What follows belongs to an exercise in optimizing a design on an open flow for small area, a short achievable clock period and few clock cycles; a production flow would make more cautious choices.
Only simulation tests tie the RTL to the original design; equivalence was not proved.
No activity file was given, so power comes from the tool's default toggle rates.

File: constraint.sdc
create_clock -name core_clock -period 5.0 [get_ports {clk}]
set_input_delay 1.0000 -clock core_clock [delete_from_list [all_inputs] [get_ports {clk}]]
set_output_delay 1.0000 -clock core_clock [all_outputs]
set_load 0.01 [all_outputs]
File: design.v
package spq_pkg;
	localparam int CAPACITY = 16;
	localparam int CNT_W    = $clog2(CAPACITY + 1);
	localparam int VALUE_W  = 32;
	localparam int PRIO_W   = 16;
	localparam int STORE_W  = PRIO_W - 1;
	localparam int HELD_W   = 5;
	localparam logic ACT_ENQUEUE = 1'b0;
	localparam logic ACT_DEQUEUE = 1'b1;
	typedef enum logic [2:0] {
		ST_ENQUEUED = 3'd0,
		ST_DEQUEUED = 3'd1,
		ST_EMPTY    = 3'd2,
		ST_NEG_PRIO = 3'd3,
		ST_FULL     = 3'd4
	} status_t;
	typedef struct packed {
		logic                      live;
		logic                      found;
		logic signed [PRIO_W-1:0]  best;
		logic        [VALUE_W-1:0] value;
	} wave_t;
	typedef struct packed {
		logic occupied;
		logic load;
	} cell_ctl_t;
endpackage
module spq_cell (
	input  logic                              clk,
	input  logic                              arst_n,
	input  spq_pkg::cell_ctl_t                ctl,
	input  logic        [31:0]                load_value,
	input  logic        [14:0]                load_prio,
	input  logic signed [15:0]                highest,
	input  logic        [31:0]                next_value,
	input  logic        [14:0]                next_prio,
	output logic        [31:0]                own_value,
	output logic        [14:0]                own_prio,
	input  spq_pkg::wave_t                    wave_in,
	output spq_pkg::wave_t                    wave_out
);
	logic [spq_pkg::VALUE_W-1:0]       value_q;
	logic [spq_pkg::STORE_W-1:0]       prio_q;
	logic signed [spq_pkg::PRIO_W-1:0] prio_ext;
	logic                     match;
	logic                     shift;
	spq_pkg::wave_t                    wave_d;
	spq_pkg::wave_t                    wave_q;
	assign prio_ext = $signed({1'b0, prio_q});
	assign match    = wave_in.live & ctl.occupied & ~wave_in.found & (prio_ext == highest);
	assign shift    = wave_in.live & (wave_in.found | match);
	always_comb begin
		wave_d       = wave_in;
		wave_d.found = wave_in.found | match;
		if (ctl.occupied && !match && (prio_ext > wave_in.best)) begin
			wave_d.best = prio_ext;
		end
		if (match) begin
			wave_d.value = value_q;
		end
	end
	always_ff @(posedge clk) begin
		if (ctl.load) begin
			value_q <= load_value;
			prio_q  <= load_prio;
		end else if (shift) begin
			value_q <= next_value;
			prio_q  <= next_prio;
		end
	end
	always_ff @(posedge clk or negedge arst_n) begin
		if (!arst_n) begin
			wave_q <= '0;
		end else begin
			wave_q <= wave_d;
		end
	end
	assign wave_out  = wave_q;
	assign own_value = value_q;
	assign own_prio  = prio_q;
endmodule
module stable_priority_queue_top (
	input  logic               clk,
	input  logic               arst_n,
	input  logic               start,
	output logic               busy,
	input  logic               action,
	input  logic signed [31:0] value_in,
	input  logic signed [15:0] priority_req,
	output logic               done,
	output logic        [2:0]  status,
	output logic signed [31:0] value_out,
	output logic        [4:0]  entries_held
);
	logic                     busy_q;
	logic                     done_q;
	logic [spq_pkg::CNT_W-1:0]         count_q;
	logic signed [spq_pkg::PRIO_W-1:0] highest_q;
	spq_pkg::status_t                  status_q;
	logic [spq_pkg::VALUE_W-1:0]       value_q;
	logic                     accept;
	logic                     enq_ok;
	logic [spq_pkg::CNT_W+spq_pkg::HELD_W-1:0]  count_ext;
	localparam int WAVE_W = 2 + spq_pkg::PRIO_W + spq_pkg::VALUE_W;   
	logic [spq_pkg::CAPACITY:0][WAVE_W-1:0] waves;
	spq_pkg::wave_t                    wave_head;
	spq_pkg::wave_t                    wave_tail;
	logic [spq_pkg::VALUE_W-1:0]       cell_value [spq_pkg::CAPACITY];
	logic [spq_pkg::STORE_W-1:0]       cell_prio  [spq_pkg::CAPACITY];
	assign accept = start & ~busy_q;
	assign enq_ok = (action == spq_pkg::ACT_ENQUEUE) & ~priority_req[spq_pkg::PRIO_W-1]
		& (count_q != spq_pkg::CNT_W'(spq_pkg::CAPACITY));
	always_comb begin
		wave_head       = '0;
		wave_head.live  = accept & (action == spq_pkg::ACT_DEQUEUE) & (count_q != '0);
		wave_head.found = 1'b0;
		wave_head.best  = '1;
	end
	assign waves[0]  = wave_head;
	assign wave_tail = waves[spq_pkg::CAPACITY];
	for (genvar i = 0; i < spq_pkg::CAPACITY; i++) begin : g_cell
		spq_pkg::cell_ctl_t           ctl;
		logic [spq_pkg::VALUE_W-1:0]  nb_value;
		logic [spq_pkg::STORE_W-1:0]  nb_prio;
		assign ctl.occupied = (spq_pkg::CNT_W'(i) < count_q);
		assign ctl.load     = accept & enq_ok & (count_q == spq_pkg::CNT_W'(i));
		if (i == spq_pkg::CAPACITY - 1) begin : g_last
			assign nb_value = cell_value[i];
			assign nb_prio  = cell_prio[i];
		end else begin : g_mid
			assign nb_value = cell_value[i+1];
			assign nb_prio  = cell_prio[i+1];
		end
		spq_cell u_cell (
			.clk        (clk),
			.arst_n     (arst_n),
			.ctl        (ctl),
			.load_value (value_in),
			.load_prio  (priority_req[spq_pkg::STORE_W-1:0]),
			.highest    (highest_q),
			.next_value (nb_value),
			.next_prio  (nb_prio),
			.own_value  (cell_value[i]),
			.own_prio   (cell_prio[i]),
			.wave_in    (waves[i]),
			.wave_out   (waves[i+1])
		);
	end
	always_ff @(posedge clk or negedge arst_n) begin
		if (!arst_n) begin
			busy_q    <= 1'b0;
			done_q    <= 1'b0;
			count_q   <= '0;
			highest_q <= '1;
		end else begin
			done_q <= 1'b0;
			if (wave_tail.live) begin
				busy_q    <= 1'b0;
				done_q    <= 1'b1;
				count_q   <= count_q - 1'b1;
				highest_q <= wave_tail.best;
			end else if (accept) begin
				if (action == spq_pkg::ACT_DEQUEUE) begin
					if (count_q == '0) begin
						done_q <= 1'b1;
					end else begin
						busy_q <= 1'b1;
					end
				end else begin
					done_q <= 1'b1;
					if (enq_ok) begin
						count_q <= count_q + 1'b1;
						if (priority_req > highest_q) begin
							highest_q <= priority_req;
						end
					end
				end
			end
		end
	end
	always_ff @(posedge clk) begin
		if (wave_tail.live) begin
			status_q <= spq_pkg::ST_DEQUEUED;
			value_q  <= wave_tail.value;
		end else if (accept) begin
			if (action == spq_pkg::ACT_DEQUEUE) begin
				status_q <= spq_pkg::ST_EMPTY;
				value_q  <= '1;
			end else begin
				value_q <= '0;
				priority if (priority_req[spq_pkg::PRIO_W-1]) begin
					status_q <= spq_pkg::ST_NEG_PRIO;
				end else if (count_q == spq_pkg::CNT_W'(spq_pkg::CAPACITY)) begin
					status_q <= spq_pkg::ST_FULL;
				end else begin
					status_q <= spq_pkg::ST_ENQUEUED;
				end
			end
		end
	end
	assign count_ext    = {{spq_pkg::HELD_W{1'b0}}, count_q};
	assign busy         = busy_q;
	assign done         = done_q;
	assign status       = status_q;
	assign value_out    = $signed(value_q);
	assign entries_held = count_ext[spq_pkg::HELD_W-1:0];
endmodule
File: run.sh
#!/bin/bash
# synth_recipe.tcl (not shown) runs the flow's synth.tcl, then flattens the netlist and writes it again
# the make line also repeats each setting of config.mk as NAME=value (left out here)
make -C /OpenROAD-flow-scripts/flow DESIGN_CONFIG=/design/flow/config.mk WORK_HOME=/design/flow/orfs CLKGATE_MAP_FILE= SYNTH_SCRIPT=/design/flow/synth_recipe.tcl finish
File: config.mk
export PLATFORM = sky130hd
export DESIGN_NAME = stable_priority_queue_top
export DESIGN_NICKNAME = stable_priority_queue_top
export VERILOG_FILES = /design/flow/design.v
export SDC_FILE = /design/flow/constraint.sdc
export NUM_CORES = 4
export LEC_CHECK = 0
export CAP_MARGIN = 20
export CORE_MARGIN = 2
export CORE_UTILIZATION = 40
export SLEW_MARGIN = 20
==> impl_results.md <==
* Area delta synth->final at 13.89%
* Layout cells sized above 1 at 0.3668
* Register area share after synthesis at 0.6136
* Crit Path Max Fanout at 16
* Min-delay worst type: input pin to async pin
* Synth area leaders: edfxtp_1 (33%), dfrtp_1 (28%), mux2_2 (22%)
* Initial antenna violation count at 6
* Routed length per instance at 25.67 um
* Cell area after synthesis at 72030 um2
* Final WL at 191700 um
* Sw Share at 0.2944
* RSZ-0062 raised after global routing: no
* CORE AREA at 178600 um2
* Filler cells at 15720
* Max clock buf depth at 3
* EDFF count, synth at 784
* Post-synth ARST share at 0.5109
* I/O Pins at 94
* Largest net degree at the start of global routing at 145
* Hpwl dp at 130400 um
* DRC at 0
* DRT antenna net count at 0
* First-pass GRT wire length at 287200 um
* Worst setup SP type: register
* Combinational power share at 0.203
* Endpoint type of the worst setup path: register
* CP Data Arrival Time at 4620 ps
* Power Dens Cells at 454.6 nW/um2
* Period utilization at 0.7807
* Vias at 39930
* Worst Tran Pin Value at 1110 ps
* Clock Skews at 27.12 ps
* # hold bufs at CTS at 0
* Total power at 37.29 mW
* P_sw at 10.98 mW
* Internal power at 26.32 mW
* Mapped Nets at 5120
* Final setup fails at 0
* Synth warn at 4
* Remaining Overflow, GRT at 0
* H-tree lvl count at 4
* Placer Congestion at 0.8742
* Lkg Pwr at 34.34 nW
* Nets at 5256
* Synth top cells by count: mux2_2 (1376), dfrtp_1 (806), edfxtp_1 (784), inv_1 (263), ha_1 (246)
* # port buffers at 93
* Fin worst setup slack at 1096 ps
* Total GRT Usage at 0.2095
* Setup TNS at 0 ps
* Router iterations before antenna repair at 5
* Clk slew on worst S/H paths at 60 ps
* Die H at 428.3 um
* Crit Path Class: register to register
* Vias in the first global route at 42980
* Num rows at 155
* Outcome: timing/DRC/antenna clean
* Reg power frac at 0.445
* Vias per inst at 5.348
* Worst vdd ir at 0.0003480 V
* Most frequent cell after synthesis: mux2_2
* 1st-iter DRT viols at 3225
* Chip Width at 428.3 um
* #FFs+latches synth at 1609
* CTS buffer count at 172
* Clock share of power at 0.352
* Max Clk Rate at 0.2562 GHz
* Primary FF master, synth: dfrtp_1
* Clk latency of the worst-skew pair at 820 ps
* Multi-input logic area at 25880 um2
* Worst EP required at 5710 ps
* Clock sink total at 1609
* Slew Viols, Final at 0
* Max Cap Viol at 0
* Register Area at 44190 um2
* Final worst path period need at 3904 ps
* Post-synth top area share at 0.3269
* Clock root buffer: clkbuf_16
* Fin. Hold Viols at 0
* Die Area at 183500 um2
* Post-Synthesis Cells at 4822
* Setup Slack @ Placement at 726.4 ps
* Initial cell density of the core at 0.4032
* Max-slew headroom at 0.2600
* Library cells used by synthesis at 74
* CTS tree: done
* Synthesized area per cell at 14.94 um2
* Top cell type by total area after synthesis: edfxtp_1
* PostCTS Resize Cnt at 0
* Post-CTS setup buffers at 0
[area by class of cell]
| cell class | count | share of cell area |
|---|---|---|
| diodes | 2 | 0.00006101 |
| clock buffers | 258 | 0.06185 |
| clock inverters | 67 | 0.009457 |
| inverters | 263 | 0.01203 |
| multi-input cells | 2696 | 0.3155 |
| flip-flops and latches | 1609 | 0.5387 |
| well taps | 2355 | 0.03592 |
| repair buffers | 216 | 0.02648 |
[critical path, stage by stage, from the launching register on]
cell and delay [ps]:
dfstp_2 1080, inv_1 110, ha_1 320, nand2_1 170
or4_1 590, a21o_1 180, a31oi_1 160, or3b_1 800
mux2i_1 290, a21oi_1 100
[metal layers]
metal,vias to the layer above,global-route usage,wire [um]
met5,-,0,39
met4,6,0.08075,7294
met3,380,0.03920,9893
met2,1060,0.3468,92580
met1,20770,0.2724,81860
li1,17710,-,-
[final timing paths]
kind                            slack (ps)                                    from                                     end  depth (start not counted)
worst max-delay path                  1100                highest_q[5]$_DFFE_PN1P_                highest_q[6]$_DFFE_PN1P_                          9
worst max register to register        1100                highest_q[5]$_DFFE_PN1P_                highest_q[6]$_DFFE_PN1P_                          9
worst min register to register         390  g_cell[14].u_cell.wave_q[49]$_DFF_PN0_  g_cell[15].u_cell.wave_q[49]$_DFF_PN0_                          0
worst min-delay path                   220                                  arst_n  g_cell[12].u_cell.wave_q[46]$_DFF_PN0_                          1
max in group asynchronous             3410                                  arst_n   g_cell[0].u_cell.wave_q[44]$_DFF_PN0_                          2
min in group core_clock                390  g_cell[14].u_cell.wave_q[49]$_DFF_PN0_  g_cell[15].u_cell.wave_q[49]$_DFF_PN0_                          0
[sequential cells by signal, indices dropped and copies added, names as in the netlist]
register,count
value_q,32
g_cell.u_cell.wave_q,799
g_cell.u_cell.prio_q,240
count_q,5
highest_q,16
done_q,1
status_q,3
g_cell.u_cell.value_q,512
busy_q,1
[stage by stage]
stage            util  hold slack (ps)  area [um2]  std cells
4_1_cts        0.4592            202.7       82020       7464
3_5_place_dp   0.4265            375.3       76170       7139
5_1_grt        0.4592            241.5       82030       7464
3_3_place_gp   0.4265            373.8       76170       7139
6_report       0.4593            218.6       82030       7466
2_1_floorplan       -            354.2       72030       4822
[cell families after synthesis]
family	share of synthesized area
simple gates	0.03869
flops	0.6136
mux	0.2207
compound gates	0.02491
fa+ha+maj	0.04273
xor+xnor	0.02967
buf+inv	0.02977
[power groups by stage]
stage	Combinational (mW)	Clock [mW]	Sequential, mW
2_1_floorplan	5.34	0	15.8
3_3_place_gp	7.37	0	16.9
3_5_place_dp	7.47	0	16.8
4_1_cts	7.55	13.4	16.6
5_1_grt	8.29	13.9	16.7
6_report	7.57	13.1	16.6
[cells in the final DEF (no fill, tap or decap), types with 34 or more instances in the layout]
cell type,instances
mux2_2,1376
dfrtp_1,805
edfxtp_1,784
inv_1,263
ha_1,246
clkbuf_16,177
nand2_1,134
xnor2_1,129
xor2_1,115
buf_4,98
clkdlybuf4s50_1,92
a21oi_1,80
nor2_1,73
nand4_1,69
o21ai_0,51
clkbuf_1,47
a21o_1,46
and2_1,40
clkbuf_8,34
Testbench counts, summed over its fixed seeds: cycles 42,984.

[port drivers added, routing unchanged]
The results above use ideal ports. As a check the final layout listed here was re-extracted and re-timed, cells and wires unchanged.
Step 1, drivers: a clkbuf_16 drives clk and a buf_2 each remaining input, both assumed.
Step 2 also shifts input and output timing later by t, the mid clock arrival at the registers, as if the neighbouring blocks saw the same clock.
Three values: ideal ports, drivers, drivers and shift; two values: the first two.
shift t [ns]: 0.874
slack for setup (ns): 1.096 / 1.096 / 0.597
worst setup path at the end: input to register
worst slew at a driven data input, ns: 0.10
After both steps this run still meets setup and hold. For this run, drivers alone change the setup slack by 0.000 ns; drivers and shift together by -0.499 ns.
